What follows belongs to an exercise in optimizing a design on an open flow for small area, a short achievable clock period and few clock cycles per item; a production flow would make more cautious choices. At most, simulation tests tie the RTL to the original design; equivalence was not proved. For runs 1 to 4, only the layout was checked, not whether the RTL still works.

==> flow/design.v (outline; a module is shown in full before it is edited, if it fits) <==
// module cbspl_booth: 19 lines
// module cbspl_axis: 1838 lines
// module cubic_bspline_point_eval: 115 lines
module cubic_bspline_point_eval
#(
    parameter int SAMPLES_PER_SEGMENT = 100,
    parameter int COORD_BITS          = 16
) (
    input  wire                          i_clk,
    input  wire                          i_rst_n,
    input  wire                          i_valid,
    output logic                         o_stall,
    input  wire                          i_opcode,
    input  wire signed [COORD_BITS-1:0]  i_point_x,
    input  wire signed [COORD_BITS-1:0]  i_point_y,
    input  wire signed [COORD_BITS-1:0]  i_point_z,
    input  wire        [cbspl_pkg::SI_BITS-1:0] i_sample_index,
    output logic                         o_valid,
    input  wire                          i_stall,
    output logic signed [COORD_BITS-1:0] o_curve_x,
    output logic signed [COORD_BITS-1:0] o_curve_y,
    output logic signed [COORD_BITS-1:0] o_curve_z,
    output logic                         o_not_ready
);
  // ...
==> flow/run.sh <==
#!/bin/bash
# synth_recipe.tcl (not shown) runs the flow's synth.tcl, then flattens the netlist and writes it again
# the make line also repeats each setting of config.mk as NAME=value (left out here)
make -C /OpenROAD-flow-scripts/flow DESIGN_CONFIG=/design/flow/config.mk WORK_HOME=/design/flow/orfs CLKGATE_MAP_FILE= SYNTH_SCRIPT=/design/flow/synth_recipe.tcl finish
==> flow/config.mk <==
export PLATFORM = sky130hd
export DESIGN_NAME = cubic_bspline_point_eval
export DESIGN_NICKNAME = cubic_bspline_point_eval
export VERILOG_FILES = /design/flow/design.v
export SDC_FILE = /design/flow/constraint.sdc
export NUM_CORES = 4
export LEC_CHECK = 0
export CAP_MARGIN = 20
export CORE_MARGIN = 2
export CORE_UTILIZATION = 55
export SETUP_SLACK_MARGIN = 4
export SLEW_MARGIN = 20
==> flow/constraint.sdc <==
create_clock -name core_clock -period 9.5 [get_ports {i_clk}]
set_input_delay 1.9000 -clock core_clock [delete_from_list [all_inputs] [get_ports {i_clk}]]
set_output_delay 1.9000 -clock core_clock [all_outputs]
set_load 0.01 [all_outputs]
==> impl_summary.txt, run 1 <==
----------------------------------------------------
[Layout]
  Buffer share of cell area ... 0.0512
  Fin cells ... 17500
  Flip-flop count of the largest register, all copies and words added ... 144
  Clkbuf count ... 174
  Share of post-route cells with drive strength above 1 ... 0.118
  Most used cells in the layout excluding fill and tap cells ... sky130_fd_sc_hd__inv_1 (2605), sky130_fd_sc_hd__fa_1 (1814), sky130_fd_sc_hd__ha_1 (1430)
  Final instance area ... 162000 um^2
  Non-clock buffer count ... 755
  Share of the core filled with cells in the final layout ... 0.631
  Leading registers by flop count ... r_win: 144 flops, g_ax.u_axis.r_h: 117 flops, g_ax.u_axis.r_x: 114 flops

[Routing]
  Number of DRC markers after the initial detailed-route iteration ... 7701
  Final routed wire length divided by cell count ... 22.9 um

[Place]
  Number of placed cells counting well taps ... 16700
  Weighted congestion reported at the end of routability-driven placement ... 0.934

[Floorplanning]
  Die span in x ... 513 um
  Number of tap cells inserted ... 3384
  Number of top-level pins ... 111

[Worst setup path]
  Kind of start point of the critical path ... register
  Critical path buffers and inverters ... 6
  CP required ... 10210 ps
  Total stage count of the critical path ... 23
  Startpoint of the worst-slack reg-to-reg timing path ... r_one[3][1]$_DFFE_PN_
  Maximum fanout encountered on the critical timing path ... 4
  Type of element capturing the critical path ... register
  CP peak stage delay ... 520 ps
  Family with the most delay on the worst path ... adder cells

[Worst hold path]
  Hold_sp ... g_ax[1].u_axis.r_x[18]$_DFFE_PN_
  Worst min-delay path endpoint ... g_ax[1].u_axis.r_xl[18]$_DFFE_PN_

[STA]
  Worst hold slack after final layout ... 399 ps

[Outcome]
  Outcome ... complete, no violations

[Global routing]
  First-pass GRT wire length ... 615000 um
  Met3 track demand over resource in global routing ... 0.0437
  Met1 track demand over resource in global routing ... 0.423

[Yosys]
  Top cell type's share of synthesized area ... 0.261
  Proportion of synthesized flip-flops having asynchronous set or reset ... 0
  Yosys top cell by area ... sky130_fd_sc_hd__fa_1

[Clock tree]
  Total of hold buffers inserted after clock tree synthesis ... 0

----------------------------------------------------
==> run 2, diff against run 1 <==
--- a/flow/config.mk
+++ b/flow/config.mk
@@ -9,4 +9,4 @@
 export CORE_MARGIN = 2
 export CORE_UTILIZATION = 55
-export SETUP_SLACK_MARGIN = 4
+export SETUP_SLACK_MARGIN = 4.5
 export SLEW_MARGIN = 20
==> run 2 against run 1 <==
Against the previous run:
- register-to-register slack worse by 40 ps
- still clean on timing, DRC and antenna
- utilization up 2.9 points
- highest routed layer unchanged
- critical endpoint is now g_ax[0].u_axis.r_s1[26]$_DFFE_PN_
- setup slack worse by 44 ps
- synthesized cell count unchanged
- critical path depth up 4
- sequential share of layout area down 0.93 points
- via count up 2.4%
==> impl_summary.txt, run 2 <==
----------------------------------------------------
[Worst setup path]
  Startpoint of the worst-slack reg-to-reg timing path ... r_one[1][1]$_DFFE_PN_ (was r_one[3][1]$_DFFE_PN_)
  Depth of the most critical reg-to-reg path ... 27 (was 23)
  Register-to-register path setup slack ... 3850 ps (was 3890 ps)
  Maximum fanout encountered on the critical timing path ... 5 (was 4)
  Crit path top cell by count ... sky130_fd_sc_hd__fa_1
  Type of element capturing the critical path ... register (unchanged)
  CP peak stage delay ... 540 ps (was 520 ps)
  Worst Setup Path Type ... register to register (unchanged)
  Signal arrival time at the worst endpoint ... 6230 ps (was 6320 ps)
  Critical Path Start ... r_one[1][1]$_DFFE_PN_ (was r_one[3][1]$_DFFE_PN_)
  Critical path buffers and inverters ... 10 (was 6)
  Total stage count of the critical path ... 27 (was 23)
  Slowest cell on the critical path ... sky130_fd_sc_hd__fa_1 (unchanged)
  CP required ... 10080 ps (was 10210 ps)
  Critical R2R Capture ... g_ax[0].u_axis.r_s1[26]$_DFFE_PN_ (was g_ax[0].u_axis.r_x[35]$_DFFE_PN_)
  Family with the most delay on the worst path ... adder cells (unchanged)
  Kind of start point of the critical path ... register (unchanged)
  Crit path to ... g_ax[0].u_axis.r_s1[26]$_DFFE_PN_ (was g_ax[0].u_axis.r_x[35]$_DFFE_PN_)

[Yosys]
  Most frequently used cell type in the post-synthesis netlist ... sky130_fd_sc_hd__inv_1 (unchanged)
  Syn Std Cell Area ... 142000 um^2 (unchanged)
  Top cell type's share of synthesized area ... 0.261 (unchanged)
  Count of warnings emitted by yosys ... 13 (unchanged)
  Mean Syn Cell Area ... 10.5 um^2 (unchanged)
  Number of register bits inferred by synthesis ... 1131 (unchanged)
  Proportion of synthesized flip-flops having asynchronous set or reset ... 0 (unchanged)
  Synthesized net count ... 17100 (unchanged)
  Number of distinct library cell variants in the gate-level netlist after synthesis ... 82 (unchanged)
  Post-synthesis sequential area ratio ... 0.238 (unchanged)
  Commonest cells in the netlist ... sky130_fd_sc_hd__inv_1 (2676), sky130_fd_sc_hd__fa_1 (1851), sky130_fd_sc_hd__ha_1 (1564), sky130_fd_sc_hd__edfxtp_1 (1122), sky130_fd_sc_hd__xnor2_1 (1065) (unchanged)
  Main flop type after synthesis ... sky130_fd_sc_hd__edfxtp_1 (unchanged)
  Synthesized instance count ... 13600 (unchanged)
  Number of flops mapped to enable cells by yosys ... 1122 (unchanged)
  Yosys top cell by area ... sky130_fd_sc_hd__fa_1 (unchanged)
  Most area-consuming cells after synthesis ... sky130_fd_sc_hd__fa_1 (26%), sky130_fd_sc_hd__edfxtp_1 (24%), sky130_fd_sc_hd__ha_1 (14%) (unchanged)

[Routing]
  Final routed wire length divided by cell count ... 23.3 um (was 22.9 um)
  Number of DRC markers after the initial detailed-route iteration ... 8093 (was 7701)
  Routed vias ... 103000 (was 101000)
  First-pass iteration count of the detailed router ... 7 (was 6)
  Detail-routed via count per cell ... 5.80 (was 5.78)
  Routed WL ... 416000 um (was 400000 um)
  Antenna Violating Nets Remaining ... 0 (unchanged)
  DRC violation count after routing ... 0 (unchanged)

[Clock tree]
  Root cell of the clock tree ... sky130_fd_sc_hd__clkbuf_16 (unchanged)
  TritonCTS sink count ... 1131 (unchanged)
  Htree depth ... 4 (unchanged)
  Number of CTS-inserted buffers ... 150 (unchanged)
  Clock edge transition at the registers on the reported setup and hold paths ... 60 ps (about the same)
  Largest buffer count on any clock path ... 4 (unchanged)
  Skew-Pair Late Insertion Delay ... 870 ps (about the same)
  Total of hold buffers inserted after clock tree synthesis ... 0 (unchanged)
  Clock tree from TritonCTS ... done (unchanged)

[Layout]
  Number of inserted filler cells in the final layout ... 20000 (was 20900)
  Leading registers by flop count ... r_win: 144 flops, g_ax.u_axis.r_h: 117 flops, g_ax.u_axis.r_x: 114 flops (unchanged)
  Share of the core filled with cells in the final layout ... 0.660 (was 0.631)
  Multi-input combinational cell area ... 105000 um^2 (was 101000 um^2)
  Most common cell after layout, fill and taps aside ... sky130_fd_sc_hd__inv_1 (unchanged)
  Seq. cell area ... 33900 um^2 (unchanged)
  Flip-flop count of the largest register, all copies and words added ... 144 (unchanged)
  Register bank with the most flops ... r_win (unchanged)
  Most used cells in the layout excluding fill and tap cells ... sky130_fd_sc_hd__inv_1 (2524), sky130_fd_sc_hd__fa_1 (1766), sky130_fd_sc_hd__ha_1 (1342) (was sky130_fd_sc_hd__inv_1 (2605), sky130_fd_sc_hd__fa_1 (1814), sky130_fd_sc_hd__ha_1 (1430))
  Share of post-route cells with drive strength above 1 ... 0.182 (was 0.118)
  Total number of nets in the final design ... 17800 (was 17400)
  P&R area growth vs syn ... 19.3% (was 14.0%)

[STA]
  Relative slew slack ... 0.171 (was 0.294)
  Fin crit period ... 5650 ps (was 5610 ps)
  Hold Violations, Final ... 0 (unchanged)
  Worst hold slack after final layout ... 401 ps (was 399 ps)
  Setup TNS ... 0 ps (unchanged)
  Endpoints failing setup ... 0 (unchanged)
  Final WS setup ... 3850 ps (was 3890 ps)
  Achievable frequency ... 177 MHz (was 178 MHz)
  Slew at the pin closest to its max-slew limit ... 1240 ps (was 1060 ps)
  Fin Clk Skew ... 57.5 ps (was 58.7 ps)
  RSZ-0062 raised after global routing ... true (unchanged)
  Total count of max-transition violations in the final report ... 0 (unchanged)
  Fin crit share ... 0.595 (was 0.591)

[Floorplanning]
  Chip Height ... 513 um (unchanged)
  Starting utilization of the core area ... 0.554 (unchanged)
  Die span in x ... 513 um (unchanged)
  Core Region ... 257000 um^2 (unchanged)
  Number of top-level pins ... 111 (unchanged)
  Die Outline Area ... 263000 um^2 (unchanged)
  Standard-cell rows ... 186 (unchanged)

[Worst hold path]
  Hold Path Class ... register to register (unchanged)

[Place]
  DP HPWL ... 303000 um (unchanged)
  Count of buffers inserted at the top-level ports ... 110 (unchanged)
  Weighted congestion reported at the end of routability-driven placement ... 0.934 (unchanged)
  Worst slack at placement ... 1920 ps (unchanged)

[Global routing]
  Via count of the first global-routing pass ... 107000 (was 104000)
  First-pass GRT wire length ... 633000 um (was 615000 um)
  Aggregate global routing overflow ... 0 (unchanged)
  Antenna violations before repair ... 12 (was 10)
  Maximum number of pins on one net before global-route repair ... 164 (unchanged)
  Aggregate global-route resource usage ... 0.312 (was 0.302)

[Flow run]
  Max Cap Viol ... 0 (unchanged)

[Outcome]
  Outcome ... complete, no violations (unchanged)

----------------------------------------------------
[run 2: cell counts after synthesis]
Identical to the previous run, type by type.
[run 2: area by class of cell]
class                      count  area share
tap                         3384      0.0250
clock inverter                88     0.00566
inverter                    2679      0.0601
sequential                  1131       0.200
clock buffer                 174      0.0230
multi-input combinational   9252       0.619
antenna                        9    0.000133
timing repair buffer        1114      0.0678
[run 2: logic make-up after synthesis]
logic type	Yosys count	share of synthesized area
xor gates and xnor gates	1421	0.0875
and+or+nand+nor	1736	0.0592
AOI/OAI and AO/OA	2648	0.129
muxes	23	0.00175
DFF	1131	0.238
adders and majority gates	3415	0.398
buffers and inverters	3233	0.0868
[run 2: how the worst min path moves through the flow]
stage,slack (ps),to,start,cells after the start
3_3_place_gp,400,g_ax[0].u_axis.r_xl[4]$_DFFE_PN_,g_ax[0].u_axis.r_x[4]$_DFFE_PN_,0
5_1_grt,400,g_ax[1].u_axis.r_xl[20]$_DFFE_PN_,g_ax[1].u_axis.r_x[20]$_DFFE_PN_,0
3_5_place_dp,400,g_ax[0].u_axis.r_xl[16]$_DFFE_PN_,g_ax[0].u_axis.r_x[16]$_DFFE_PN_,0
6_report,400,g_ax[1].u_axis.r_xl[18]$_DFFE_PN_,g_ax[1].u_axis.r_x[18]$_DFFE_PN_,0
2_1_floorplan,400,g_ax[0].u_axis.r_e1[10]$_DFFE_PN_,g_ax[0].u_axis.r_e[10]$_DFFE_PP_,0
4_1_cts,400,g_ax[1].u_axis.r_xl[18]$_DFFE_PN_,g_ax[1].u_axis.r_x[18]$_DFFE_PN_,0
[run 2: stage by stage]
stage / instances / instance area (um^2)
after global placement: 16700 / 146000
after floorplan: 13600 / 142000
after detailed placement: 16700 / 146000
final: 17800 / 170000
after CTS: 17500 / 164000
after global routing: 17800 / 170000
[run 2: what timing repair did]
item | 4_1_cts | 5_1_grt
setup endpoints to repair | 387 | 307
gates cloned | 49 | 8
gates resized for setup | 1425 | 727
endpoints found under the hold margin | 0 | 0
buffers inserted | 577 | 268
pin swaps | 762 | 644
[run 2: routing by layer]
layer	track usage	vias to the layer above	share of wire
li1	-	46800	-
met1	0.432	52300	0.43
met2	0.495	3525	0.46
met3	0.0463	804	0.066
met4	0.122	6	0.050
met5	0	-	0.00011
==> run 3, diff against run 2 <==
--- a/flow/config.mk
+++ b/flow/config.mk
@@ -9,4 +9,4 @@
 export CORE_MARGIN = 2
 export CORE_UTILIZATION = 55
-export SETUP_SLACK_MARGIN = 4.5
+export SETUP_SLACK_MARGIN = 3.5
 export SLEW_MARGIN = 20
==> run 3 against run 2 <==
Against the previous run:
- utilization is 6.4 points lower
- die area stayed put
- critical path depth is 6 lower
- cell area is 9.7% lower
- fmax is 3.8% lower
- wire length is 9.5% lower
- via count is 5.6% lower
- critical endpoint is now g_ax[1].u_axis.r_s1[25]$_DFFE_PN_
==> impl_summary.txt, run 3 <==
----------------------------------------------------
[Layout]
  Most used cells in the layout excluding fill and tap cells ... sky130_fd_sc_hd__inv_1 (2671), sky130_fd_sc_hd__fa_1 (1851), sky130_fd_sc_hd__ha_1 (1559) (was sky130_fd_sc_hd__inv_1 (2524), sky130_fd_sc_hd__fa_1 (1766), sky130_fd_sc_hd__ha_1 (1342))
  Share of post-route cells with drive strength above 1 ... 0.0455 (was 0.182)
  Flip-flop count of the largest register, all copies and words added ... 144 (unchanged)
  Leading registers by flop count ... r_win: 144 flops, g_ax.u_axis.r_h: 117 flops, g_ax.u_axis.r_x: 114 flops (unchanged)
  Share of the core filled with cells in the final layout ... 0.597 (was 0.660)
  Register bank with the most flops ... r_win (unchanged)
  Final instance area ... 153000 um^2 (was 170000 um^2)
  Most common cell after layout, fill and taps aside ... sky130_fd_sc_hd__inv_1 (unchanged)
  Number of inserted filler cells in the final layout ... 21600 (was 20000)
  Fin cells ... 17000 (was 17800)
  Total number of nets in the final design ... 17000 (was 17800)
  P&R area growth vs syn ... 7.75% (was 19.3%)

[Worst setup path]
  Slowest cell on the critical path ... sky130_fd_sc_hd__fa_1 (unchanged)
  Type of element capturing the critical path ... register (unchanged)
  CP required ... 10070 ps (was 10080 ps)
  Kind of start point of the critical path ... register (unchanged)
  Family with the most delay on the worst path ... adder cells (unchanged)
  CP peak stage delay ... 560 ps (was 540 ps)
  Total stage count of the critical path ... 21 (was 27)
  Ordered cell list for the critical path ... nor2b_4 -> buf_12 -> a22oi_1 -> xnor2_1 -> fa_1 -> inv_1 -> fa_1 -> fa_1 -> inv_1 -> fa_1 -> ha_4 -> a21o_4 -> or4_1 -> a21oi_2 -> o31ai_2 -> nand2b_1 -> a21boi_0 -> o21a_1 -> o21ba_2 -> a211oi_2 -> xnor2_1
  Depth of the most critical reg-to-reg path ... 21 (was 27)
  Maximum fanout encountered on the critical timing path ... 33 (was 5)
  Worst Setup Path Type ... register to register (unchanged)
  Critical path buffers and inverters ... 3 (was 10)
  Crit path top cell by count ... sky130_fd_sc_hd__fa_1 (unchanged)
  Signal arrival time at the worst endpoint ... 6450 ps (was 6230 ps)

[Clock tree]
  TritonCTS sink count ... 1131 (unchanged)
  Htree depth ... 4 (unchanged)
  Clock tree from TritonCTS ... done (unchanged)
  Skew-Pair Late Insertion Delay ... 850 ps (was 870 ps)
  Clock edge transition at the registers on the reported setup and hold paths ... 70 ps (was 60 ps)
  Root cell of the clock tree ... sky130_fd_sc_hd__clkbuf_16 (unchanged)
  Largest buffer count on any clock path ... 4 (unchanged)
  Total of hold buffers inserted after clock tree synthesis ... 0 (unchanged)
  Number of CTS-inserted buffers ... 147 (was 150)

[Worst hold path]
  Cell count of the worst hold path ... 0 (unchanged)
  Hold Path Class ... register to register (unchanged)

[Yosys]
  Count of warnings emitted by yosys ... 13 (unchanged)
  Synthesized net count ... 17100 (unchanged)
  Most area-consuming cells after synthesis ... sky130_fd_sc_hd__fa_1 (26%), sky130_fd_sc_hd__edfxtp_1 (24%), sky130_fd_sc_hd__ha_1 (14%) (unchanged)
  Syn Std Cell Area ... 142000 um^2 (unchanged)
  Main flop type after synthesis ... sky130_fd_sc_hd__edfxtp_1 (unchanged)
  Number of distinct library cell variants in the gate-level netlist after synthesis ... 82 (unchanged)
  Synthesized instance count ... 13600 (unchanged)
  Proportion of synthesized flip-flops having asynchronous set or reset ... 0 (unchanged)
  Commonest cells in the netlist ... sky130_fd_sc_hd__inv_1 (2676), sky130_fd_sc_hd__fa_1 (1851), sky130_fd_sc_hd__ha_1 (1564), sky130_fd_sc_hd__edfxtp_1 (1122), sky130_fd_sc_hd__xnor2_1 (1065) (unchanged)
  Yosys top cell by area ... sky130_fd_sc_hd__fa_1 (unchanged)
  Number of register bits inferred by synthesis ... 1131 (unchanged)
  Post-synthesis sequential area ratio ... 0.238 (unchanged)
  Most frequently used cell type in the post-synthesis netlist ... sky130_fd_sc_hd__inv_1 (unchanged)
  Mean Syn Cell Area ... 10.5 um^2 (unchanged)
  Number of flops mapped to enable cells by yosys ... 1122 (unchanged)
  Top cell type's share of synthesized area ... 0.261 (unchanged)

[STA]
  Fin crit period ... 5880 ps (was 5650 ps)
  Total count of max-transition violations in the final report ... 0 (unchanged)
  Worst hold slack after final layout ... 413 ps (was 401 ps)
  Relative slew slack ... 0.252 (was 0.171)
  RSZ-0062 raised after global routing ... true (unchanged)
  Fin crit share ... 0.619 (was 0.595)
  Final WS setup ... 3620 ps (was 3850 ps)
  Fin Clk Skew ... 40.5 ps (was 57.5 ps)
  Slew at the pin closest to its max-slew limit ... 1120 ps (was 1240 ps)
  Achievable frequency ... 170 MHz (was 177 MHz)
  Endpoints failing setup ... 0 (unchanged)
  Setup TNS ... 0 ps (unchanged)
  Hold Violations, Final ... 0 (unchanged)

[Place]
  Number of placed cells counting well taps ... 16600 (was 16700)
  Count of buffers inserted at the top-level ports ... 110 (unchanged)
  DP HPWL ... 298000 um (was 303000 um)
  Worst slack at placement ... 2600 ps (was 1920 ps)
  Total placed instance area ... 146000 um^2 (about the same)
  Weighted congestion reported at the end of routability-driven placement ... 0.925 (was 0.934)

[Routing]
  Detail-routed via count per cell ... 5.74 (was 5.80)
  Routed vias ... 97600 (was 103000)
  Antenna Violating Nets Remaining ... 0 (unchanged)
  Final routed wire length divided by cell count ... 22.1 um (was 23.3 um)
  First-pass iteration count of the detailed router ... 8 (was 7)
  Number of DRC markers after the initial detailed-route iteration ... 7914 (was 8093)
  DRC violation count after routing ... 0 (unchanged)
  Routed WL ... 376000 um (was 416000 um)

[Flow run]
  Max Cap Viol ... 0 (unchanged)

[Floorplanning]
  Standard-cell rows ... 186 (unchanged)
  Starting utilization of the core area ... 0.554 (unchanged)
  Number of top-level pins ... 111 (unchanged)
  Die Outline Area ... 263000 um^2 (unchanged)
  Die span in x ... 513 um (unchanged)
  Core Region ... 257000 um^2 (unchanged)
  Chip Height ... 513 um (unchanged)

[Global routing]
  Highest-utilization routing layer at the global route stage ... met2 (unchanged)
  First-pass GRT wire length ... 590000 um (was 633000 um)
  Aggregate global-route resource usage ... 0.287 (was 0.312)
  Via count of the first global-routing pass ... 102000 (was 107000)
  Maximum number of pins on one net before global-route repair ... 161 (was 164)
  Global-route track usage on met2 ... 0.454 (was 0.495)
  Aggregate global routing overflow ... 0 (unchanged)
  Antenna violations before repair ... 10 (was 12)
  Met1 track demand over resource in global routing ... 0.406 (was 0.432)
  Met3 track demand over resource in global routing ... 0.0448 (was 0.0463)

[Outcome]
  Outcome ... complete, no violations (unchanged)

----------------------------------------------------
==> run 3: kinds of logic (layout without fill, tap and decap cells) <==
group                    after synthesis  after routing  synth area share
other                                  0              5                 0
multiplexers                          23             23           0.00175
flip-flops                          1131           1131             0.238
buffers and inverters               3233           3241            0.0868
AO/OA/AOI/OAI                       2648           2648             0.129
adder cells (fa/ha/maj)             3415           3415             0.398
AND/OR/NAND/NOR                     1736           1740            0.0592
XOR/XNOR                            1421           1421            0.0875
==> run 3: final timing paths <==
kind | slack, ps | end | startpoint
worst max-delay path | 3620 | g_ax[1].u_axis.r_s1[25]$_DFFE_PN_ | r_one[1][0]$_DFFE_PN_
worst min-delay path | 410 | g_ax[2].u_axis.r_xl[5]$_DFFE_PN_ | g_ax[2].u_axis.r_x[5]$_DFFE_PN_
worst max register to register | 3620 | g_ax[1].u_axis.r_s1[25]$_DFFE_PN_ | r_one[1][0]$_DFFE_PN_
worst min register to register | 410 | g_ax[2].u_axis.r_xl[5]$_DFFE_PN_ | g_ax[2].u_axis.r_x[5]$_DFFE_PN_
==> run 3: layer usage <==
| layer | routed length [um] | part of all wire | up-vias |
|---|---|---|---|
| met5 | 13 | 0.000035 | - |
| met4 | 13800 | 0.037 | 2 |
| met3 | 23300 | 0.062 | 566 |
| met2 | 172000 | 0.46 | 2969 |
| met1 | 167000 | 0.45 | 49000 |
| li1 | - | - | 45100 |
==> run 3: what timing repair did <==
item                                   CTS  global route
pin swaps                                0            25
setup endpoints to repair              124            99
cloned                                  10             5
setup buffers                           45            52
endpoints found under the hold margin    0             0
gates resized for setup                 94           139
==> run 3: worst register-to-register path, cell delays in order, from the launching register on <==
cell                       delay, ps
sky130_fd_sc_hd__edfxtp_1        490
sky130_fd_sc_hd__nor2b_4         250
sky130_fd_sc_hd__buf_12          230
sky130_fd_sc_hd__a22oi_1         170
sky130_fd_sc_hd__xnor2_1         170
sky130_fd_sc_hd__fa_1            510
sky130_fd_sc_hd__inv_1            50
sky130_fd_sc_hd__fa_1            460
sky130_fd_sc_hd__fa_1            510
sky130_fd_sc_hd__inv_1            50
sky130_fd_sc_hd__fa_1            560
sky130_fd_sc_hd__ha_4            230
sky130_fd_sc_hd__a21o_4          220
sky130_fd_sc_hd__or4_1           420
sky130_fd_sc_hd__a21oi_2         180
sky130_fd_sc_hd__o31ai_2         130
sky130_fd_sc_hd__nand2b_1         90
sky130_fd_sc_hd__a21boi_0        110
sky130_fd_sc_hd__o21a_1          230
sky130_fd_sc_hd__o21ba_2         230
sky130_fd_sc_hd__a211oi_2        240
sky130_fd_sc_hd__xnor2_1         100
==> run 3: final cells by class <==
type | instances | area (um^2) | area share
Inverter | 2679 | 10100 | 0.0658
Clock inverter | 87 | 957 | 0.00624
Timing Repair Buffer | 303 | 3350 | 0.0219
Clock buffer | 172 | 3900 | 0.0254
Sequential cell | 1131 | 33900 | 0.221
Multi-Input combinational cell | 9247 | 96900 | 0.632
Antenna cell | 5 | 12.5 | 0.0000816
Tap cell | 3384 | 4230 | 0.0276
==> run 4, diff against run 3 <==
--- a/flow/config.mk
+++ b/flow/config.mk
@@ -6,7 +6,7 @@
 export NUM_CORES = 4
 export LEC_CHECK = 0
-export CAP_MARGIN = 20
+export CAP_MARGIN = 0
 export CORE_MARGIN = 2
 export CORE_UTILIZATION = 55
-export SETUP_SLACK_MARGIN = 3.5
-export SLEW_MARGIN = 20
+export SETUP_SLACK_MARGIN = 4
+export SLEW_MARGIN = 0
==> run 4 against run 3 <==
Against the previous run:
- largest cell class unchanged
- wire length rose by 5.8%
- die area unchanged
- critical endpoint unchanged
- worst hold slack worse by 8.4 ps
- still clean on timing, DRC and antenna
==> impl_summary.txt, run 4 <==
----------------------------------------------------
[Place]
  Count of buffers inserted at the top-level ports ... 110 (unchanged)
  DP HPWL ... 303000 um (was 298000 um)
  Weighted congestion reported at the end of routability-driven placement ... 0.934 (was 0.925)
  Number of placed cells counting well taps ... 16700 (was 16600)

[Worst hold path]
  Hold Path Class ... register to register (unchanged)

[Global routing]
  Met1 track demand over resource in global routing ... 0.423 (was 0.406)
  Aggregate global-route resource usage ... 0.301 (was 0.287)
  Via count of the first global-routing pass ... 104000 (was 102000)
  Aggregate global routing overflow ... 0 (unchanged)
  First-pass GRT wire length ... 613000 um (was 590000 um)
  Global-route track usage on met2 ... 0.480 (was 0.454)
  Highest-utilization routing layer at the global route stage ... met2 (unchanged)
  Maximum number of pins on one net before global-route repair ... 164 (was 161)
  Antenna violations before repair ... 7 (was 10)
  Met3 track demand over resource in global routing ... 0.0380 (was 0.0448)

[Outcome]
  Outcome ... complete, no violations (unchanged)

[Routing]
  Number of DRC markers after the initial detailed-route iteration ... 7756 (was 7914)
  DRC violation count after routing ... 0 (unchanged)
  First-pass iteration count of the detailed router ... 6 (was 8)
  Routed vias ... 101000 (was 97600)
  Routed WL ... 398000 um (was 376000 um)
  Detail-routed via count per cell ... 5.78 (was 5.74)
  Final routed wire length divided by cell count ... 22.9 um (was 22.1 um)
  Antenna Violating Nets Remaining ... 0 (unchanged)

[STA]
  Slew at the pin closest to its max-slew limit ... 1450 ps (was 1120 ps)
  Fin crit share ... 0.593 (was 0.619)
  RSZ-0062 raised after global routing ... true (unchanged)
  Fin crit period ... 5640 ps (was 5880 ps)
  Achievable frequency ... 177 MHz (was 170 MHz)
  Endpoints failing setup ... 0 (unchanged)
  Fin Clk Skew ... 51.7 ps (was 40.5 ps)
  Relative slew slack ... 0.0244 (was 0.252)
  Worst hold slack after final layout ... 404 ps (was 413 ps)
  Hold Violations, Final ... 0 (unchanged)
  Total count of max-transition violations in the final report ... 0 (unchanged)

[Yosys]
  Synthesized net count ... 17100 (unchanged)
  Number of register bits inferred by synthesis ... 1131 (unchanged)
  Number of distinct library cell variants in the gate-level netlist after synthesis ... 82 (unchanged)
  Yosys top cell by area ... sky130_fd_sc_hd__fa_1 (unchanged)
  Main flop type after synthesis ... sky130_fd_sc_hd__edfxtp_1 (unchanged)
  Mean Syn Cell Area ... 10.5 um^2 (unchanged)
  Post-synthesis sequential area ratio ... 0.238 (unchanged)
  Proportion of synthesized flip-flops having asynchronous set or reset ... 0 (unchanged)
  Count of warnings emitted by yosys ... 13 (unchanged)
  Commonest cells in the netlist ... sky130_fd_sc_hd__inv_1 (2676), sky130_fd_sc_hd__fa_1 (1851), sky130_fd_sc_hd__ha_1 (1564), sky130_fd_sc_hd__edfxtp_1 (1122), sky130_fd_sc_hd__xnor2_1 (1065) (unchanged)
  Syn Std Cell Area ... 142000 um^2 (unchanged)
  Most frequently used cell type in the post-synthesis netlist ... sky130_fd_sc_hd__inv_1 (unchanged)
  Synthesized instance count ... 13600 (unchanged)
  Number of flops mapped to enable cells by yosys ... 1122 (unchanged)
  Top cell type's share of synthesized area ... 0.261 (unchanged)
  Most area-consuming cells after synthesis ... sky130_fd_sc_hd__fa_1 (26%), sky130_fd_sc_hd__edfxtp_1 (24%), sky130_fd_sc_hd__ha_1 (14%) (unchanged)

[Layout]
  Total number of nets in the final design ... 17400 (was 17000)
  Most used cells in the layout excluding fill and tap cells ... sky130_fd_sc_hd__inv_1 (2606), sky130_fd_sc_hd__fa_1 (1808), sky130_fd_sc_hd__ha_1 (1423) (was sky130_fd_sc_hd__inv_1 (2671), sky130_fd_sc_hd__fa_1 (1851), sky130_fd_sc_hd__ha_1 (1559))
  Fin cells ... 17400 (was 17000)
  Most common cell after layout, fill and taps aside ... sky130_fd_sc_hd__inv_1 (unchanged)
  Flip-flop count of the largest register, all copies and words added ... 144 (unchanged)
  P&R area growth vs syn ... 13.2% (was 7.75%)
  Leading registers by flop count ... r_win: 144 flops, g_ax.u_axis.r_h: 117 flops, g_ax.u_axis.r_x: 114 flops (unchanged)
  Share of post-route cells with drive strength above 1 ... 0.114 (was 0.0455)
  Register bank with the most flops ... r_win (unchanged)

[Clock tree]
  Skew-Pair Late Insertion Delay ... 860 ps (was 850 ps)
  Htree depth ... 4 (unchanged)
  Clock tree from TritonCTS ... done (unchanged)
  TritonCTS sink count ... 1131 (unchanged)
  Root cell of the clock tree ... sky130_fd_sc_hd__clkbuf_16 (unchanged)
  Clock edge transition at the registers on the reported setup and hold paths ... 60 ps (was 70 ps)
  Largest buffer count on any clock path ... 4 (unchanged)
  Number of CTS-inserted buffers ... 145 (was 147)

[Floorplanning]
  Core Region ... 257000 um^2 (unchanged)
  Die span in x ... 513 um (unchanged)
  Starting utilization of the core area ... 0.554 (unchanged)
  Die Outline Area ... 263000 um^2 (unchanged)
  Number of top-level pins ... 111 (unchanged)
  Chip Height ... 513 um (unchanged)
  Standard-cell rows ... 186 (unchanged)

[Worst setup path]
  Crit path top cell by count ... sky130_fd_sc_hd__fa_1 (unchanged)
  Ordered cell list for the critical path ... buf_12 -> nor2b_4 -> buf_6 -> buf_12 -> a22oi_2 -> xnor2_2 -> fa_1 -> inv_2 -> fa_1 -> fa_1 -> inv_1 -> fa_1 -> ha_4 -> a21o_1 -> or4_4 -> a21oi_4 -> o31ai_4 -> nand2b_1 -> a21boi_2 -> o21a_1 -> o21ba_4 -> a211oi_2 -> xnor2_1 (was nor2b_4 -> buf_12 -> a22oi_1 -> xnor2_1 -> fa_1 -> inv_1 -> fa_1 -> fa_1 -> inv_1 -> fa_1 -> ha_4 -> a21o_4 -> or4_1 -> a21oi_2 -> o31ai_2 -> nand2b_1 -> a21boi_0 -> o21a_1 -> o21ba_2 -> a211oi_2 -> xnor2_1)
  Signal arrival time at the worst endpoint ... 6210 ps (was 6450 ps)
  Maximum fanout encountered on the critical timing path ... 5 (was 33)
  Worst Setup Path Type ... register to register (unchanged)
  Register-to-register path setup slack ... 3860 ps (was 3620 ps)
  CP peak stage delay ... 530 ps (was 560 ps)
  Slowest cell on the critical path ... sky130_fd_sc_hd__fa_1 (unchanged)
  CP required ... 10080 ps (was 10070 ps)
  Kind of start point of the critical path ... register (unchanged)
  Type of element capturing the critical path ... register (unchanged)

[Flow run]
  Max Cap Viol ... 0 (unchanged)

----------------------------------------------------
run 4: cell counts after synthesis:
No cell type changed its count.
run 4: final timing paths:
kind,start,to,cells after the start
worst max-delay path,r_one[1][1]$_DFFE_PN_,g_ax[1].u_axis.r_s1[25]$_DFFE_PN_,23
worst min-delay path,g_ax[1].u_axis.r_x[20]$_DFFE_PN_,g_ax[1].u_axis.r_xl[20]$_DFFE_PN_,0
worst max register to register,r_one[1][1]$_DFFE_PN_,g_ax[1].u_axis.r_s1[25]$_DFFE_PN_,23
worst min register to register,g_ax[1].u_axis.r_x[20]$_DFFE_PN_,g_ax[1].u_axis.r_xl[20]$_DFFE_PN_,0
run 4: stage by stage:
stage | util | area (um^2) | worst slack, ps | TNS (ps)
floorplan | - | 142000 | -6770 | -2289030
global placement | 0.570 | 146000 | 1880 | 0
detailed placement | 0.570 | 146000 | 1940 | 0
CTS | 0.609 | 157000 | 3850 | 0
global route | 0.627 | 161000 | 3680 | 0
finish | 0.627 | 161000 | 3860 | 0
run 4: what timing repair did:
item                                    4_1_cts  5_1_grt
endpoints found under the setup margin      265      193
gates resized for setup                     536      548
hold buffers                                  0        0
pin swaps                                   245      418
gates cloned                                 35       11
setup buffers                               232      219
run 4: cell families (layout without fill, tap and decap cells):
| kind of cell | count (synthesis) | after routing | share of synthesized area |
|---|---|---|---|
| AOI/OAI and AO/OA | 2648 | 2648 | 0.129 |
| xor gates and xnor gates | 1421 | 1421 | 0.0875 |
| adders and majority gates | 3415 | 3415 | 0.398 |
| buffers and inverters | 3233 | 3642 | 0.0868 |
| DFF | 1131 | 1131 | 0.238 |
| muxes | 23 | 23 | 0.00175 |
| other | 0 | 2 | 0 |
| and+or+nand+nor | 1736 | 1745 | 0.0592 |
run 4: final cells by class:
cell class              instances  area, um^2
inverters                    2679       10100
well taps                    3384        4230
clock buffers                 172        3830
clock inverters                83         855
multi-input cells            9252      100000
diodes                          2        5.00
repair buffers                708        7610
flip-flops and latches       1131       33900
fillers                     21000       95900
run 4: layer usage:
metal  part of all wire  wire (um)
met3              0.062      24500
met1               0.44     174000
met2               0.46     183000
met4              0.041      16400
met5           0.000063         25
run 4: worst max-delay path: cells and delay by family (launching register included):
family,cells,cell delay [ps]
xor+xnor,2,260
simple gates,3,650
flops,1,420
compound gates,8,1210
fa+ha+maj,5,2290
buf+inv,5,520
==> module cubic_bspline_point_eval, before the edit <==
module cubic_bspline_point_eval
#(
    parameter int SAMPLES_PER_SEGMENT = 100,
    parameter int COORD_BITS          = 16
) (
    input  wire                          i_clk,
    input  wire                          i_rst_n,
    input  wire                          i_valid,
    output logic                         o_stall,
    input  wire                          i_opcode,
    input  wire signed [COORD_BITS-1:0]  i_point_x,
    input  wire signed [COORD_BITS-1:0]  i_point_y,
    input  wire signed [COORD_BITS-1:0]  i_point_z,
    input  wire        [cbspl_pkg::SI_BITS-1:0] i_sample_index,
    output logic                         o_valid,
    input  wire                          i_stall,
    output logic signed [COORD_BITS-1:0] o_curve_x,
    output logic signed [COORD_BITS-1:0] o_curve_y,
    output logic signed [COORD_BITS-1:0] o_curve_z,
    output logic                         o_not_ready
);
    localparam int NST = 5;      
    logic        adv, accept, push_acc, eval_acc;
    logic [6:0]  jcl;
    logic        r_ov;
    assign adv      = !(r_ov && i_stall);
    assign o_stall  = !adv;
    assign o_valid  = r_ov;
    assign accept   = i_valid && adv;
    assign push_acc = accept && (i_opcode == cbspl_pkg::OP_PUSH);
    assign eval_acc = accept && (i_opcode == cbspl_pkg::OP_EVAL);
    assign jcl      = (i_sample_index > 7'(cbspl_pkg::D_LAST)) ? 7'(cbspl_pkg::D_LAST) : i_sample_index;
    logic [47:0] r_win [1:3];
    logic [47:0] pt_in;
    assign pt_in = {i_point_x, i_point_y, i_point_z};
    logic [2:0]  r_held;
    always_ff @(posedge i_clk) begin
        if (push_acc) begin
            r_win[1] <= r_win[2];
            r_win[2] <= r_win[3];
            r_win[3] <= pt_in;
        end
    end
    always_ff @(posedge i_clk) begin
        if (!i_rst_n) begin
            r_held <= '0;
        end else if (push_acc && !r_held[2]) begin
            r_held <= r_held + 1'b1;
        end
    end
    logic [NST:1] r_v, r_nr;
    logic [3:0]   d0_one, d0_two, d0_neg;
    logic [3:0]   r_one [1:3];
    logic [3:0]   r_two [1:3];
    logic [3:0]   r_neg [1:3];
    always_ff @(posedge i_clk) begin
        if (!i_rst_n) begin
            r_v <= '0;
        end else if (adv) begin
            r_v <= {r_v[NST-1:1], eval_acc};
        end
    end
    cbspl_booth u_b0 (.i_j(jcl), .o_one(d0_one), .o_two(d0_two), .o_neg(d0_neg));
    always_ff @(posedge i_clk) begin
        if (adv) begin
            r_nr     <= {r_nr[NST-1:1], !r_held[2]};
            r_one[1] <= d0_one;
            r_two[1] <= d0_two;
            r_neg[1] <= d0_neg;
            for (int k = 2; k <= 3; k++) begin
                r_one[k] <= r_one[k-1];
                r_two[k] <= r_two[k-1];
                r_neg[k] <= r_neg[k-1];
            end
        end
    end
    logic [15:0] u [3];
    genvar a;
    generate
        for (a = 0; a < 3; a++) begin : g_ax
            cbspl_axis u_axis (
                .i_clk    (i_clk),
                .i_adv    (adv),
                .i_push   (push_acc),
                .i_c0     (r_win[1][47-16*a -: 16]),
                .i_c1     (r_win[2][47-16*a -: 16]),
                .i_c2     (r_win[3][47-16*a -: 16]),
                .i_c3     (pt_in[47-16*a -: 16]),
                .i_j1_one (r_one[1]), .i_j1_two (r_two[1]), .i_j1_neg (r_neg[1]),
                .i_j2_one (r_one[2]), .i_j2_two (r_two[2]), .i_j2_neg (r_neg[2]),
                .i_j3_one (r_one[3]), .i_j3_two (r_two[3]), .i_j3_neg (r_neg[3]),
                .o_u      (u[a])
            );
        end
    endgenerate
    logic [15:0] r_curve [3];
    always_ff @(posedge i_clk) begin
        if (!i_rst_n) begin
            r_ov <= 1'b0;
        end else if (adv) begin
            r_ov <= r_v[NST];
        end
    end
    always_ff @(posedge i_clk) begin
        if (adv) begin
            for (int k = 0; k < 3; k++) begin
                r_curve[k] <= r_nr[NST] ? 16'd0 : (u[k] ^ 16'h8000);
            end
            o_not_ready <= r_nr[NST];
        end
    end
    assign o_curve_x = r_curve[0];
    assign o_curve_y = r_curve[1];
    assign o_curve_z = r_curve[2];
endmodule
==> run 5, diff against run 4 <==
--- a/flow/design.v
+++ b/flow/design.v
@@ -1893,7 +1893,9 @@
     logic        adv, accept, push_acc, eval_acc;
     logic [6:0]  jcl;
-    logic        r_ov;
-    assign adv      = !(r_ov && i_stall);
-    assign o_stall  = !adv;
+    logic        r_ov, r_q1v;        
+    logic [48:0] r_q0, r_q1;         
+    logic [48:0] pout;
+    assign adv      = !r_q1v;
+    assign o_stall  = r_q1v;
     assign o_valid  = r_ov;
     assign accept   = i_valid && adv;
@@ -1964,23 +1966,31 @@
         end
     endgenerate
-    logic [15:0] r_curve [3];
+    assign pout = r_nr[NST] ? {1'b1, 48'd0}
+                            : {1'b0, u[0] ^ 16'h8000, u[1] ^ 16'h8000, u[2] ^ 16'h8000};
+    logic q0_free;
+    assign q0_free = !r_ov || !i_stall;
     always_ff @(posedge i_clk) begin
         if (!i_rst_n) begin
-            r_ov <= 1'b0;
-        end else if (adv) begin
-            r_ov <= r_v[NST];
+            r_ov  <= 1'b0;
+            r_q1v <= 1'b0;
+        end else begin
+            if (q0_free) begin
+                r_ov <= r_q1v || r_v[NST];
+            end
+            r_q1v <= r_q1v ? !q0_free : (!q0_free && r_v[NST]);
         end
     end
     always_ff @(posedge i_clk) begin
-        if (adv) begin
-            for (int k = 0; k < 3; k++) begin
-                r_curve[k] <= r_nr[NST] ? 16'd0 : (u[k] ^ 16'h8000);
-            end
-            o_not_ready <= r_nr[NST];
+        if (q0_free) begin
+            r_q0 <= r_q1v ? r_q1 : pout;
+        end
+        if (!r_q1v) begin
+            r_q1 <= pout;
         end
     end
-    assign o_curve_x = r_curve[0];
-    assign o_curve_y = r_curve[1];
-    assign o_curve_z = r_curve[2];
+    assign o_not_ready = r_q0[48];
+    assign o_curve_x   = r_q0[47:32];
+    assign o_curve_y   = r_q0[31:16];
+    assign o_curve_z   = r_q0[15:0];
 endmodule
 `default_nettype wire
--- a/flow/config.mk
+++ b/flow/config.mk
@@ -6,7 +6,8 @@
 export NUM_CORES = 4
 export LEC_CHECK = 0
-export CAP_MARGIN = 0
+export ABC_AREA = 1
+export CAP_MARGIN = 20
 export CORE_MARGIN = 2
 export CORE_UTILIZATION = 55
-export SETUP_SLACK_MARGIN = 4
-export SLEW_MARGIN = 0
+export SETUP_SLACK_MARGIN = 5
+export SLEW_MARGIN = 20
==> run 5 against run 4 <==
Against the previous run:
- die area grew 9.6%
- via count rose by 30%
- area after synthesis increased by 9.6%
- highest routed layer unchanged
- final cell count up 32%
- cell area increased by 22%
- first-iteration DRC count rose by 58%
- sequential share of layout area down 3.3 points
- global-route usage is 3.6 points higher
- worst hold slack better by 1.9 ps
==> impl_summary.txt, run 5 <==
----------------------------------------------------
[Worst setup path]
  Signal arrival time at the worst endpoint ... 5710 ps (was 6210 ps)
  CP peak stage delay ... 560 ps (was 530 ps)
  Kind of start point of the critical path ... register (unchanged)
  Critical path buffers and inverters ... 4 (was 5)
  Ordered cell list for the critical path ... clkinv_4 -> clkbuf_16 -> o21ai_2 -> o21ai_1 -> xor2_1 -> fa_2 -> inv_2 -> fa_2 -> fa_2 -> fa_2 -> ha_4 -> nand2_2 -> nor2_2 -> inv_2 -> nor3_4 -> nand4_1 -> nand3_2 -> a21oi_2 -> xnor2_2 (was buf_12 -> nor2b_4 -> buf_6 -> buf_12 -> a22oi_2 -> xnor2_2 -> fa_1 -> inv_2 -> fa_1 -> fa_1 -> inv_1 -> fa_1 -> ha_4 -> a21o_1 -> or4_4 -> a21oi_4 -> o31ai_4 -> nand2b_1 -> a21boi_2 -> o21a_1 -> o21ba_4 -> a211oi_2 -> xnor2_1)
  Type of element capturing the critical path ... register (unchanged)
  Worst Setup Path Type ... register to register (unchanged)
  CP required ... 10100 ps (was 10080 ps)
  Slowest cell on the critical path ... sky130_fd_sc_hd__fa_2 (was sky130_fd_sc_hd__fa_1)
  Family with the most delay on the worst path ... adder cells (unchanged)
  Crit path top cell by count ... sky130_fd_sc_hd__fa_2 (was sky130_fd_sc_hd__fa_1)
  Maximum fanout encountered on the critical timing path ... 7 (was 5)

[Yosys]
  Syn Std Cell Area ... 156000 um^2 (was 142000 um^2)
  Number of flops mapped to enable cells by yosys ... 1122 (unchanged)
  Main flop type after synthesis ... sky130_fd_sc_hd__edfxtp_1 (unchanged)
  Most area-consuming cells after synthesis ... sky130_fd_sc_hd__fa_1 (24%), sky130_fd_sc_hd__edfxtp_1 (22%), sky130_fd_sc_hd__ha_1 (13%) (was sky130_fd_sc_hd__fa_1 (26%), sky130_fd_sc_hd__edfxtp_1 (24%), sky130_fd_sc_hd__ha_1 (14%))
  Synthesized instance count ... 17900 (was 13600)
  Top cell type's share of synthesized area ... 0.238 (was 0.261)
  Number of distinct library cell variants in the gate-level netlist after synthesis ... 64 (was 82)
  Yosys top cell by area ... sky130_fd_sc_hd__fa_1 (unchanged)
  Post-synthesis sequential area ratio ... 0.224 (was 0.238)
  Number of register bits inferred by synthesis ... 1181 (was 1131)
  Count of warnings emitted by yosys ... 11 (was 13)
  Most frequently used cell type in the post-synthesis netlist ... sky130_fd_sc_hd__inv_1 (unchanged)
  Mean Syn Cell Area ... 8.74 um^2 (was 10.5 um^2)
  Commonest cells in the netlist ... sky130_fd_sc_hd__inv_1 (3915), sky130_fd_sc_hd__nand2_1 (2249), sky130_fd_sc_hd__fa_1 (1851), sky130_fd_sc_hd__o21ai_0 (1846), sky130_fd_sc_hd__ha_1 (1564) (was sky130_fd_sc_hd__inv_1 (2676), sky130_fd_sc_hd__fa_1 (1851), sky130_fd_sc_hd__ha_1 (1564), sky130_fd_sc_hd__edfxtp_1 (1122), sky130_fd_sc_hd__xnor2_1 (1065))
  Synthesized net count ... 21300 (was 17100)
  Proportion of synthesized flip-flops having asynchronous set or reset ... 0 (unchanged)

[Global routing]
  Highest-utilization routing layer at the global route stage ... met2 (unchanged)
  Global-route track usage on met2 ... 0.521 (was 0.480)
  Via count of the first global-routing pass ... 126000 (was 104000)
  Met3 track demand over resource in global routing ... 0.0487 (was 0.0380)
  First-pass GRT wire length ... 748000 um (was 613000 um)
  Met1 track demand over resource in global routing ... 0.480 (was 0.423)
  Aggregate global-route resource usage ... 0.337 (was 0.301)
  Antenna violations before repair ... 8 (was 7)
  Aggregate global routing overflow ... 0 (unchanged)
  Maximum number of pins on one net before global-route repair ... 154 (was 164)

[STA]
  Fin crit share ... 0.538 (was 0.593)
  Setup TNS ... 0 ps (unchanged)
  Fin crit period ... 5110 ps (was 5640 ps)
  Endpoints failing setup ... 0 (unchanged)
  Final WS setup ... 4390 ps (was 3860 ps)
  Slew at the pin closest to its max-slew limit ... 1080 ps (was 1450 ps)
  Total count of max-transition violations in the final report ... 0 (unchanged)
  Relative slew slack ... 0.283 (was 0.0244)
  Achievable frequency ... 196 MHz (was 177 MHz)
  RSZ-0062 raised after global routing ... true (unchanged)
  Fin Clk Skew ... 69.4 ps (was 51.7 ps)
  Worst hold slack after final layout ... 406 ps (was 404 ps)
  Hold Violations, Final ... 0 (unchanged)

[Layout]
  Most common cell after layout, fill and taps aside ... sky130_fd_sc_hd__inv_1 (unchanged)
  Number of inserted filler cells in the final layout ... 21800 (was 21000)
  Register bank with the most flops ... r_win (unchanged)
  Total number of nets in the final design ... 22500 (was 17400)
  Fin cells ... 22900 (was 17400)
  P&R area growth vs syn ... 26.3% (was 13.2%)
  Leading registers by flop count ... r_win: 144 flops, g_ax.u_axis.r_h: 117 flops, g_ax.u_axis.r_x: 114 flops (unchanged)
  Share of post-route cells with drive strength above 1 ... 0.237 (was 0.114)
  Most used cells in the layout excluding fill and tap cells ... sky130_fd_sc_hd__inv_1 (3571), sky130_fd_sc_hd__nand2_1 (1720), sky130_fd_sc_hd__fa_1 (1655) (was sky130_fd_sc_hd__inv_1 (2606), sky130_fd_sc_hd__fa_1 (1808), sky130_fd_sc_hd__ha_1 (1423))
  Flip-flop count of the largest register, all copies and words added ... 144 (unchanged)

[Routing]
  Antenna Violating Nets Remaining ... 0 (unchanged)
  Number of DRC markers after the initial detailed-route iteration ... 12300 (was 7756)
  First-pass iteration count of the detailed router ... 9 (was 6)
  Routed WL ... 519000 um (was 398000 um)
  DRC violation count after routing ... 0 (unchanged)
  Final routed wire length divided by cell count ... 22.6 um (was 22.9 um)
  Routed vias ... 131000 (was 101000)
  Detail-routed via count per cell ... 5.72 (was 5.78)

[Place]
  Number of placed cells counting well taps ... 21400 (was 16700)
  DP HPWL ... 359000 um (was 303000 um)
  Worst slack at placement ... 3120 ps (was 1940 ps)
  Weighted congestion reported at the end of routability-driven placement ... 0.972 (was 0.934)
  Count of buffers inserted at the top-level ports ... 110 (unchanged)

[Clock tree]
  Skew-Pair Late Insertion Delay ... 880 ps (was 860 ps)
  Clock tree from TritonCTS ... done (unchanged)
  Root cell of the clock tree ... sky130_fd_sc_hd__clkbuf_16 (unchanged)
  Clock edge transition at the registers on the reported setup and hold paths ... 60 ps (about the same)
  TritonCTS sink count ... 1181 (was 1131)
  Htree depth ... 4 (unchanged)
  Largest buffer count on any clock path ... 4 (unchanged)
  Number of CTS-inserted buffers ... 149 (was 145)

[Worst hold path]
  Hold Path Class ... register to register (unchanged)

[Floorplanning]
  Die span in x ... 536 um (was 513 um)
  Die Outline Area ... 288000 um^2 (was 263000 um^2)
  Number of top-level pins ... 111 (unchanged)
  Standard-cell rows ... 195 (was 186)
  Core Region ... 282000 um^2 (was 257000 um^2)
  Starting utilization of the core area ... 0.553 (was 0.554)
  Chip Height ... 536 um (was 513 um)

[Flow run]
  Max Cap Viol ... 0 (unchanged)

[Outcome]
  Outcome ... complete, no violations (unchanged)

----------------------------------------------------
## run 5: worst reg2reg max path, stage by stage, from the launching register on
cell                        delay, ps
sky130_fd_sc_hd__edfxtp_1         470
sky130_fd_sc_hd__clkinv_4         230
sky130_fd_sc_hd__clkbuf_16        280
sky130_fd_sc_hd__o21ai_2          140
sky130_fd_sc_hd__o21ai_1           80
sky130_fd_sc_hd__xor2_1           160
sky130_fd_sc_hd__fa_2             560
sky130_fd_sc_hd__inv_2             40
sky130_fd_sc_hd__fa_2             420
sky130_fd_sc_hd__fa_2             550
sky130_fd_sc_hd__fa_2             470
sky130_fd_sc_hd__ha_4             350
sky130_fd_sc_hd__nand2_2           80
sky130_fd_sc_hd__nor2_2           120
sky130_fd_sc_hd__inv_2             60
sky130_fd_sc_hd__nor3_4           250
sky130_fd_sc_hd__nand4_1          180
sky130_fd_sc_hd__nand3_2          170
sky130_fd_sc_hd__a21oi_2           90
sky130_fd_sc_hd__xnor2_2          150
## run 5: cells by family after synthesis
group           share of synthesized area
fa+ha+maj                           0.363
xor+xnor                           0.0808
buf+inv                             0.104
flops                               0.224
simple gates                        0.106
compound gates                      0.122
## run 5: final cells by class
class                   count  area [um^2]  share of cell area
diodes                      7         17.5           0.0000889
repair inverters           39          477             0.00242
flip-flops and latches   1181        34900               0.177
inverters                3943        15500              0.0788
repair buffers           1388        14700              0.0748
clock buffers             168         3860              0.0196
multi-input cells       12400       122000               0.618
clock inverters            96         1080             0.00547
well taps                3743         4680              0.0238
## run 5: what timing repair did
item / in CTS / in global routing
gates cloned: 95 / 42
setup endpoints to repair: 472 / 441
hold buffers: 0 / 0
buffers inserted: 461 / 643
endpoints found under the hold margin: 0 / 0
resized for setup: 2182 / 2992
pin swaps: 645 / 1677
## run 5: worst paths after layout
kind / from / to / slack (ps) / depth (start not counted)
max: r_two[1][2]$_DFFE_PN_ / g_ax[1].u_axis.r_s1[21]$_DFFE_PN_ / 4390 / 19
min: g_ax[0].u_axis.r_x[11]$_DFFE_PN_ / g_ax[0].u_axis.r_xl[11]$_DFFE_PN_ / 410 / 0
max reg2reg: r_two[1][2]$_DFFE_PN_ / g_ax[1].u_axis.r_s1[21]$_DFFE_PN_ / 4390 / 19
min reg2reg: g_ax[0].u_axis.r_x[11]$_DFFE_PN_ / g_ax[0].u_axis.r_xl[11]$_DFFE_PN_ / 410 / 0
## run 5: through the flow
stage | util | instance area, um^2
3_5_place_dp | 0.572 | 161000
2_1_floorplan | - | 156000
5_1_grt | 0.698 | 197000
4_1_cts | 0.640 | 181000
6_report | 0.698 | 197000
3_3_place_gp | 0.572 | 161000
## run 5: layer usage
metal	vias up	wire, um
met1	63800	218000
met3	1365	42700
li1	59900	-
met5	-	59
met2	6171	230000
met4	8	27800
Testbench counts of run 5, summed over its fixed seeds: cycles 4,526, evals 3,455.
==> run 6, diff against run 5 <==
--- a/flow/config.mk
+++ b/flow/config.mk
@@ -10,4 +10,4 @@
 export CORE_MARGIN = 2
 export CORE_UTILIZATION = 55
-export SETUP_SLACK_MARGIN = 5
+export SETUP_SLACK_MARGIN = 4.5
 export SLEW_MARGIN = 20
==> run 6 against run 5 <==
Against the previous run:
- area after synthesis did not move
- sequential share of layout area rose by 2.2 points
- via count fell by 6.6%
- critical path type unchanged
- global-route usage fell by 2.6 points
- critical path depth rose by 2
==> impl_summary.txt, run 6 <==
----------------------------------------------------
[Place]
  Total placed instance area ... 161000 um^2 (about the same)
  Weighted congestion reported at the end of routability-driven placement ... 0.956 (was 0.972)
  Count of buffers inserted at the top-level ports ... 110 (unchanged)
  DP HPWL ... 355000 um (was 359000 um)
  Worst slack at placement ... 3000 ps (was 3120 ps)

[Clock tree]
  Clock tree from TritonCTS ... done (unchanged)
  Total of hold buffers inserted after clock tree synthesis ... 0 (unchanged)
  Skew-Pair Late Insertion Delay ... 880 ps (about the same)
  Clock edge transition at the registers on the reported setup and hold paths ... 60 ps (about the same)
  Htree depth ... 4 (unchanged)
  Largest buffer count on any clock path ... 4 (unchanged)
  Number of CTS-inserted buffers ... 149 (unchanged)
  TritonCTS sink count ... 1181 (unchanged)
  Root cell of the clock tree ... sky130_fd_sc_hd__clkbuf_16 (unchanged)

[Worst setup path]
  CP required ... 10150 ps (was 10100 ps)
  Critical R2R Capture ... g_ax[2].u_axis.r_s1[19]$_DFFE_PN_ (was g_ax[1].u_axis.r_s1[21]$_DFFE_PN_)
  Critical path buffers and inverters ... 7 (was 4)
  Family with the most delay on the worst path ... adder cells (unchanged)
  CP peak stage delay ... 530 ps (was 560 ps)
  Kind of start point of the critical path ... register (unchanged)
  Maximum fanout encountered on the critical timing path ... 7 (unchanged)
  Signal arrival time at the worst endpoint ... 5720 ps (was 5710 ps)
  Crit path top cell by count ... sky130_fd_sc_hd__fa_1 (was sky130_fd_sc_hd__fa_2)
  Type of element capturing the critical path ... register (unchanged)
  Worst Setup Path Type ... register to register (unchanged)
  Slowest cell on the critical path ... sky130_fd_sc_hd__fa_1 (was sky130_fd_sc_hd__fa_2)
  Startpoint of the worst-slack reg-to-reg timing path ... r_one[1][1]$_DFFE_PN_ (was r_two[1][2]$_DFFE_PN_)
  Depth of the most critical reg-to-reg path ... 21 (was 19)
  Ordered cell list for the critical path ... bufinv_16 -> buf_4 -> buf_12 -> o21ai_1 -> o21ai_1 -> xor2_1 -> inv_1 -> fa_1 -> inv_2 -> fa_1 -> fa_1 -> fa_1 -> ha_4 -> buf_12 -> nand2_8 -> inv_4 -> nand3_4 -> nor3_4 -> a21oi_2 -> o21bai_2 -> xor2_2 (was clkinv_4 -> clkbuf_16 -> o21ai_2 -> o21ai_1 -> xor2_1 -> fa_2 -> inv_2 -> fa_2 -> fa_2 -> fa_2 -> ha_4 -> nand2_2 -> nor2_2 -> inv_2 -> nor3_4 -> nand4_1 -> nand3_2 -> a21oi_2 -> xnor2_2)
  Register-to-register path setup slack ... 4430 ps (was 4390 ps)

[Routing]
  Routed WL ... 463000 um (was 519000 um)
  Number of DRC markers after the initial detailed-route iteration ... 10300 (was 12300)
  Routed vias ... 123000 (was 131000)
  DRC violation count after routing ... 0 (unchanged)
  Final routed wire length divided by cell count ... 21.0 um (was 22.6 um)
  Detail-routed via count per cell ... 5.56 (was 5.72)
  First-pass iteration count of the detailed router ... 7 (was 9)
  Antenna Violating Nets Remaining ... 0 (unchanged)

[Layout]
  P&R area growth vs syn ... 12.1% (was 26.3%)
  Share of post-route cells with drive strength above 1 ... 0.0805 (was 0.237)
  Register bank with the most flops ... r_win (unchanged)
  Most common cell after layout, fill and taps aside ... sky130_fd_sc_hd__inv_1 (unchanged)
  Flip-flop count of the largest register, all copies and words added ... 144 (unchanged)
  Final instance area ... 175000 um^2 (was 197000 um^2)
  Leading registers by flop count ... r_win: 144 flops, g_ax.u_axis.r_h: 117 flops, g_ax.u_axis.r_x: 114 flops (unchanged)
  Number of inserted filler cells in the final layout ... 25100 (was 21800)
  Total number of nets in the final design ... 21600 (was 22500)
  Share of the core filled with cells in the final layout ... 0.620 (was 0.698)
  Most used cells in the layout excluding fill and tap cells ... sky130_fd_sc_hd__inv_1 (3846), sky130_fd_sc_hd__nand2_1 (2187), sky130_fd_sc_hd__fa_1 (1830) (was sky130_fd_sc_hd__inv_1 (3571), sky130_fd_sc_hd__nand2_1 (1720), sky130_fd_sc_hd__fa_1 (1655))

[STA]
  Endpoints failing setup ... 0 (unchanged)
  Final WS setup ... 4430 ps (was 4390 ps)
  Total count of max-transition violations in the final report ... 0 (unchanged)
  Relative slew slack ... 0.299 (was 0.283)
  RSZ-0062 raised after global routing ... true (unchanged)
  Achievable frequency ... 197 MHz (was 196 MHz)
  Hold Violations, Final ... 0 (unchanged)
  Setup TNS ... 0 ps (unchanged)
  Fin crit period ... 5070 ps (was 5110 ps)
  Fin Clk Skew ... 69.1 ps (was 69.4 ps)
  Fin crit share ... 0.534 (was 0.538)
  Slew at the pin closest to its max-slew limit ... 1050 ps (was 1080 ps)

[Yosys]
  Proportion of synthesized flip-flops having asynchronous set or reset ... 0 (unchanged)
  Commonest cells in the netlist ... sky130_fd_sc_hd__inv_1 (3915), sky130_fd_sc_hd__nand2_1 (2249), sky130_fd_sc_hd__fa_1 (1851), sky130_fd_sc_hd__o21ai_0 (1846), sky130_fd_sc_hd__ha_1 (1564) (unchanged)
  Most frequently used cell type in the post-synthesis netlist ... sky130_fd_sc_hd__inv_1 (unchanged)
  Number of register bits inferred by synthesis ... 1181 (unchanged)
  Main flop type after synthesis ... sky130_fd_sc_hd__edfxtp_1 (unchanged)
  Count of warnings emitted by yosys ... 11 (unchanged)
  Synthesized net count ... 21300 (unchanged)
  Syn Std Cell Area ... 156000 um^2 (unchanged)
  Most area-consuming cells after synthesis ... sky130_fd_sc_hd__fa_1 (24%), sky130_fd_sc_hd__edfxtp_1 (22%), sky130_fd_sc_hd__ha_1 (13%) (unchanged)
  Synthesized instance count ... 17900 (unchanged)
  Yosys top cell by area ... sky130_fd_sc_hd__fa_1 (unchanged)
  Number of flops mapped to enable cells by yosys ... 1122 (unchanged)
  Top cell type's share of synthesized area ... 0.238 (unchanged)
  Mean Syn Cell Area ... 8.74 um^2 (unchanged)
  Post-synthesis sequential area ratio ... 0.224 (unchanged)
  Number of distinct library cell variants in the gate-level netlist after synthesis ... 64 (unchanged)

[Global routing]
  Maximum number of pins on one net before global-route repair ... 167 (was 154)
  Aggregate global routing overflow ... 0 (unchanged)
  Via count of the first global-routing pass ... 119000 (was 126000)
  Antenna violations before repair ... 4 (was 8)
  Aggregate global-route resource usage ... 0.310 (was 0.337)
  First-pass GRT wire length ... 695000 um (was 748000 um)

[Worst hold path]
  Cell count of the worst hold path ... 0 (unchanged)
  Hold_sp ... g_ax[1].u_axis.r_x[15]$_DFFE_PN_ (was g_ax[0].u_axis.r_x[11]$_DFFE_PN_)
  Hold Path Class ... register to register (unchanged)
  Worst min-delay path endpoint ... g_ax[1].u_axis.r_xl[15]$_DFFE_PN_ (was g_ax[0].u_axis.r_xl[11]$_DFFE_PN_)

[Floorplanning]
  Die span in x ... 536 um (unchanged)
  Die Outline Area ... 288000 um^2 (unchanged)
  Chip Height ... 536 um (unchanged)
  Core Region ... 282000 um^2 (unchanged)
  Starting utilization of the core area ... 0.553 (unchanged)
  Number of top-level pins ... 111 (unchanged)
  Standard-cell rows ... 195 (unchanged)

[Flow run]
  Max Cap Viol ... 0 (unchanged)

[Outcome]
  Outcome ... complete, no violations (unchanged)

----------------------------------------------------
run 6: cells by family (layout without fill, tap and decap cells):
kind of cell             Yosys count  count (layout)  synth area share
adder cells (fa/ha/maj)         3415            3415             0.363
AND/OR/NAND/NOR                 4015            4017             0.106
AO/OA/AOI/OAI                   3493            3493             0.122
buffers and inverters           4310            4746             0.104
XOR/XNOR                        1438            1438            0.0808
flip-flops                      1181            1181             0.224
other                              0               3                 0
run 6: layout make-up:
class	instances	area (um^2)	share of cell area
flip-flops and latches	1181	34900	0.200
well taps	3743	4680	0.0268
multi-input cells	12400	109000	0.623
clock buffers	174	3920	0.0224
inverters	3943	15400	0.0879
repair buffers	509	5790	0.0331
repair inverters	27	251	0.00144
clock inverters	93	986	0.00564
diodes	3	7.51	0.0000430
run 6: per-layer routing:
layer / vias to the layer above / part of all wire / global-route usage
met5: - / 0 / 0
met3: 718 / 0.076 / 0.0457
li1: 58000 / - / -
met2: 4703 / 0.44 / 0.478
met1: 59200 / 0.45 / 0.459
met4: 0 / 0.035 / 0.0789
run 6: repair_timing:
item,CTS,global route
pin swaps,16,193
setup buffers,86,193
hold endpoints to repair,0,0
setup endpoints to repair,343,325
gates cloned,23,45
gates resized for setup,365,909
run 6: worst max-delay path by stage:
stage                                startpoint  depth (start not counted)                                end
after detailed placement  r_one[1][3]$_DFFE_PN_                         19  g_ax[2].u_axis.r_s1[22]$_DFFE_PN_
after global placement    r_one[1][3]$_DFFE_PN_                         19  g_ax[1].u_axis.r_s1[22]$_DFFE_PN_
after floorplan                        i_opcode                          3    g_ax[0].u_axis.r_a[0]$_DFFE_PP_
after CTS                 r_one[1][2]$_DFFE_PN_                         25  g_ax[0].u_axis.r_s1[24]$_DFFE_PN_
after global routing      r_one[1][1]$_DFFE_PN_                         22  g_ax[0].u_axis.r_s1[24]$_DFFE_PN_
final                     r_one[1][1]$_DFFE_PN_                         21  g_ax[2].u_axis.r_s1[19]$_DFFE_PN_
run 6: through the flow:
stage / instances / hold WS, ps
floorplan: 17900 / 400
global placement: 21400 / 400
detailed placement: 21400 / 405
CTS: 21800 / 409
global route: 22000 / 423
finish: 22000 / 407

## what the ideal ports hide
The results above use ideal ports. As a check the final layouts listed here were re-extracted and re-timed, cells and wires unchanged. Step 1, drivers: a clkbuf_16 drives i_clk and a buf_2 each remaining input, both assumed. Step 2 times the ports against the registers' clock, not the clock port: input delays grow and output delays shrink by t, the midpoint of the rising clock arrivals with the driver on. Slacks: no drivers / after step 1 / after step 2; pairs: no drivers / after step 1.
| run | t, ns | setup slack, ns | clock arrival spread, ns | cell pins on the clock port's net |
|---|---|---|---|---|
| run 1 | 0.936 | 3.890 / 3.890 / 3.235 | 0.075 / 0.075 | 1 |
| run 2 | 0.934 | 3.846 / 3.846 / 3.433 | 0.075 / 0.075 | 1 |
| run 3 | 0.924 | 3.620 / 3.620 / 2.786 | 0.053 / 0.054 | 1 |
| run 4 | 0.940 | 3.863 / 3.863 / 3.222 | 0.074 / 0.074 | 1 |
| run 5 | 0.949 | 4.387 / 4.387 / 4.071 | 0.070 / 0.070 | 1 |
| run 6 | 0.944 | 4.430 / 4.430 / 3.624 | 0.081 / 0.082 | 1 |
After both steps every run listed still meets setup and hold. For run 3, which loses most, drivers alone change the setup slack by 0.000 ns; drivers and shift together by -0.834 ns.
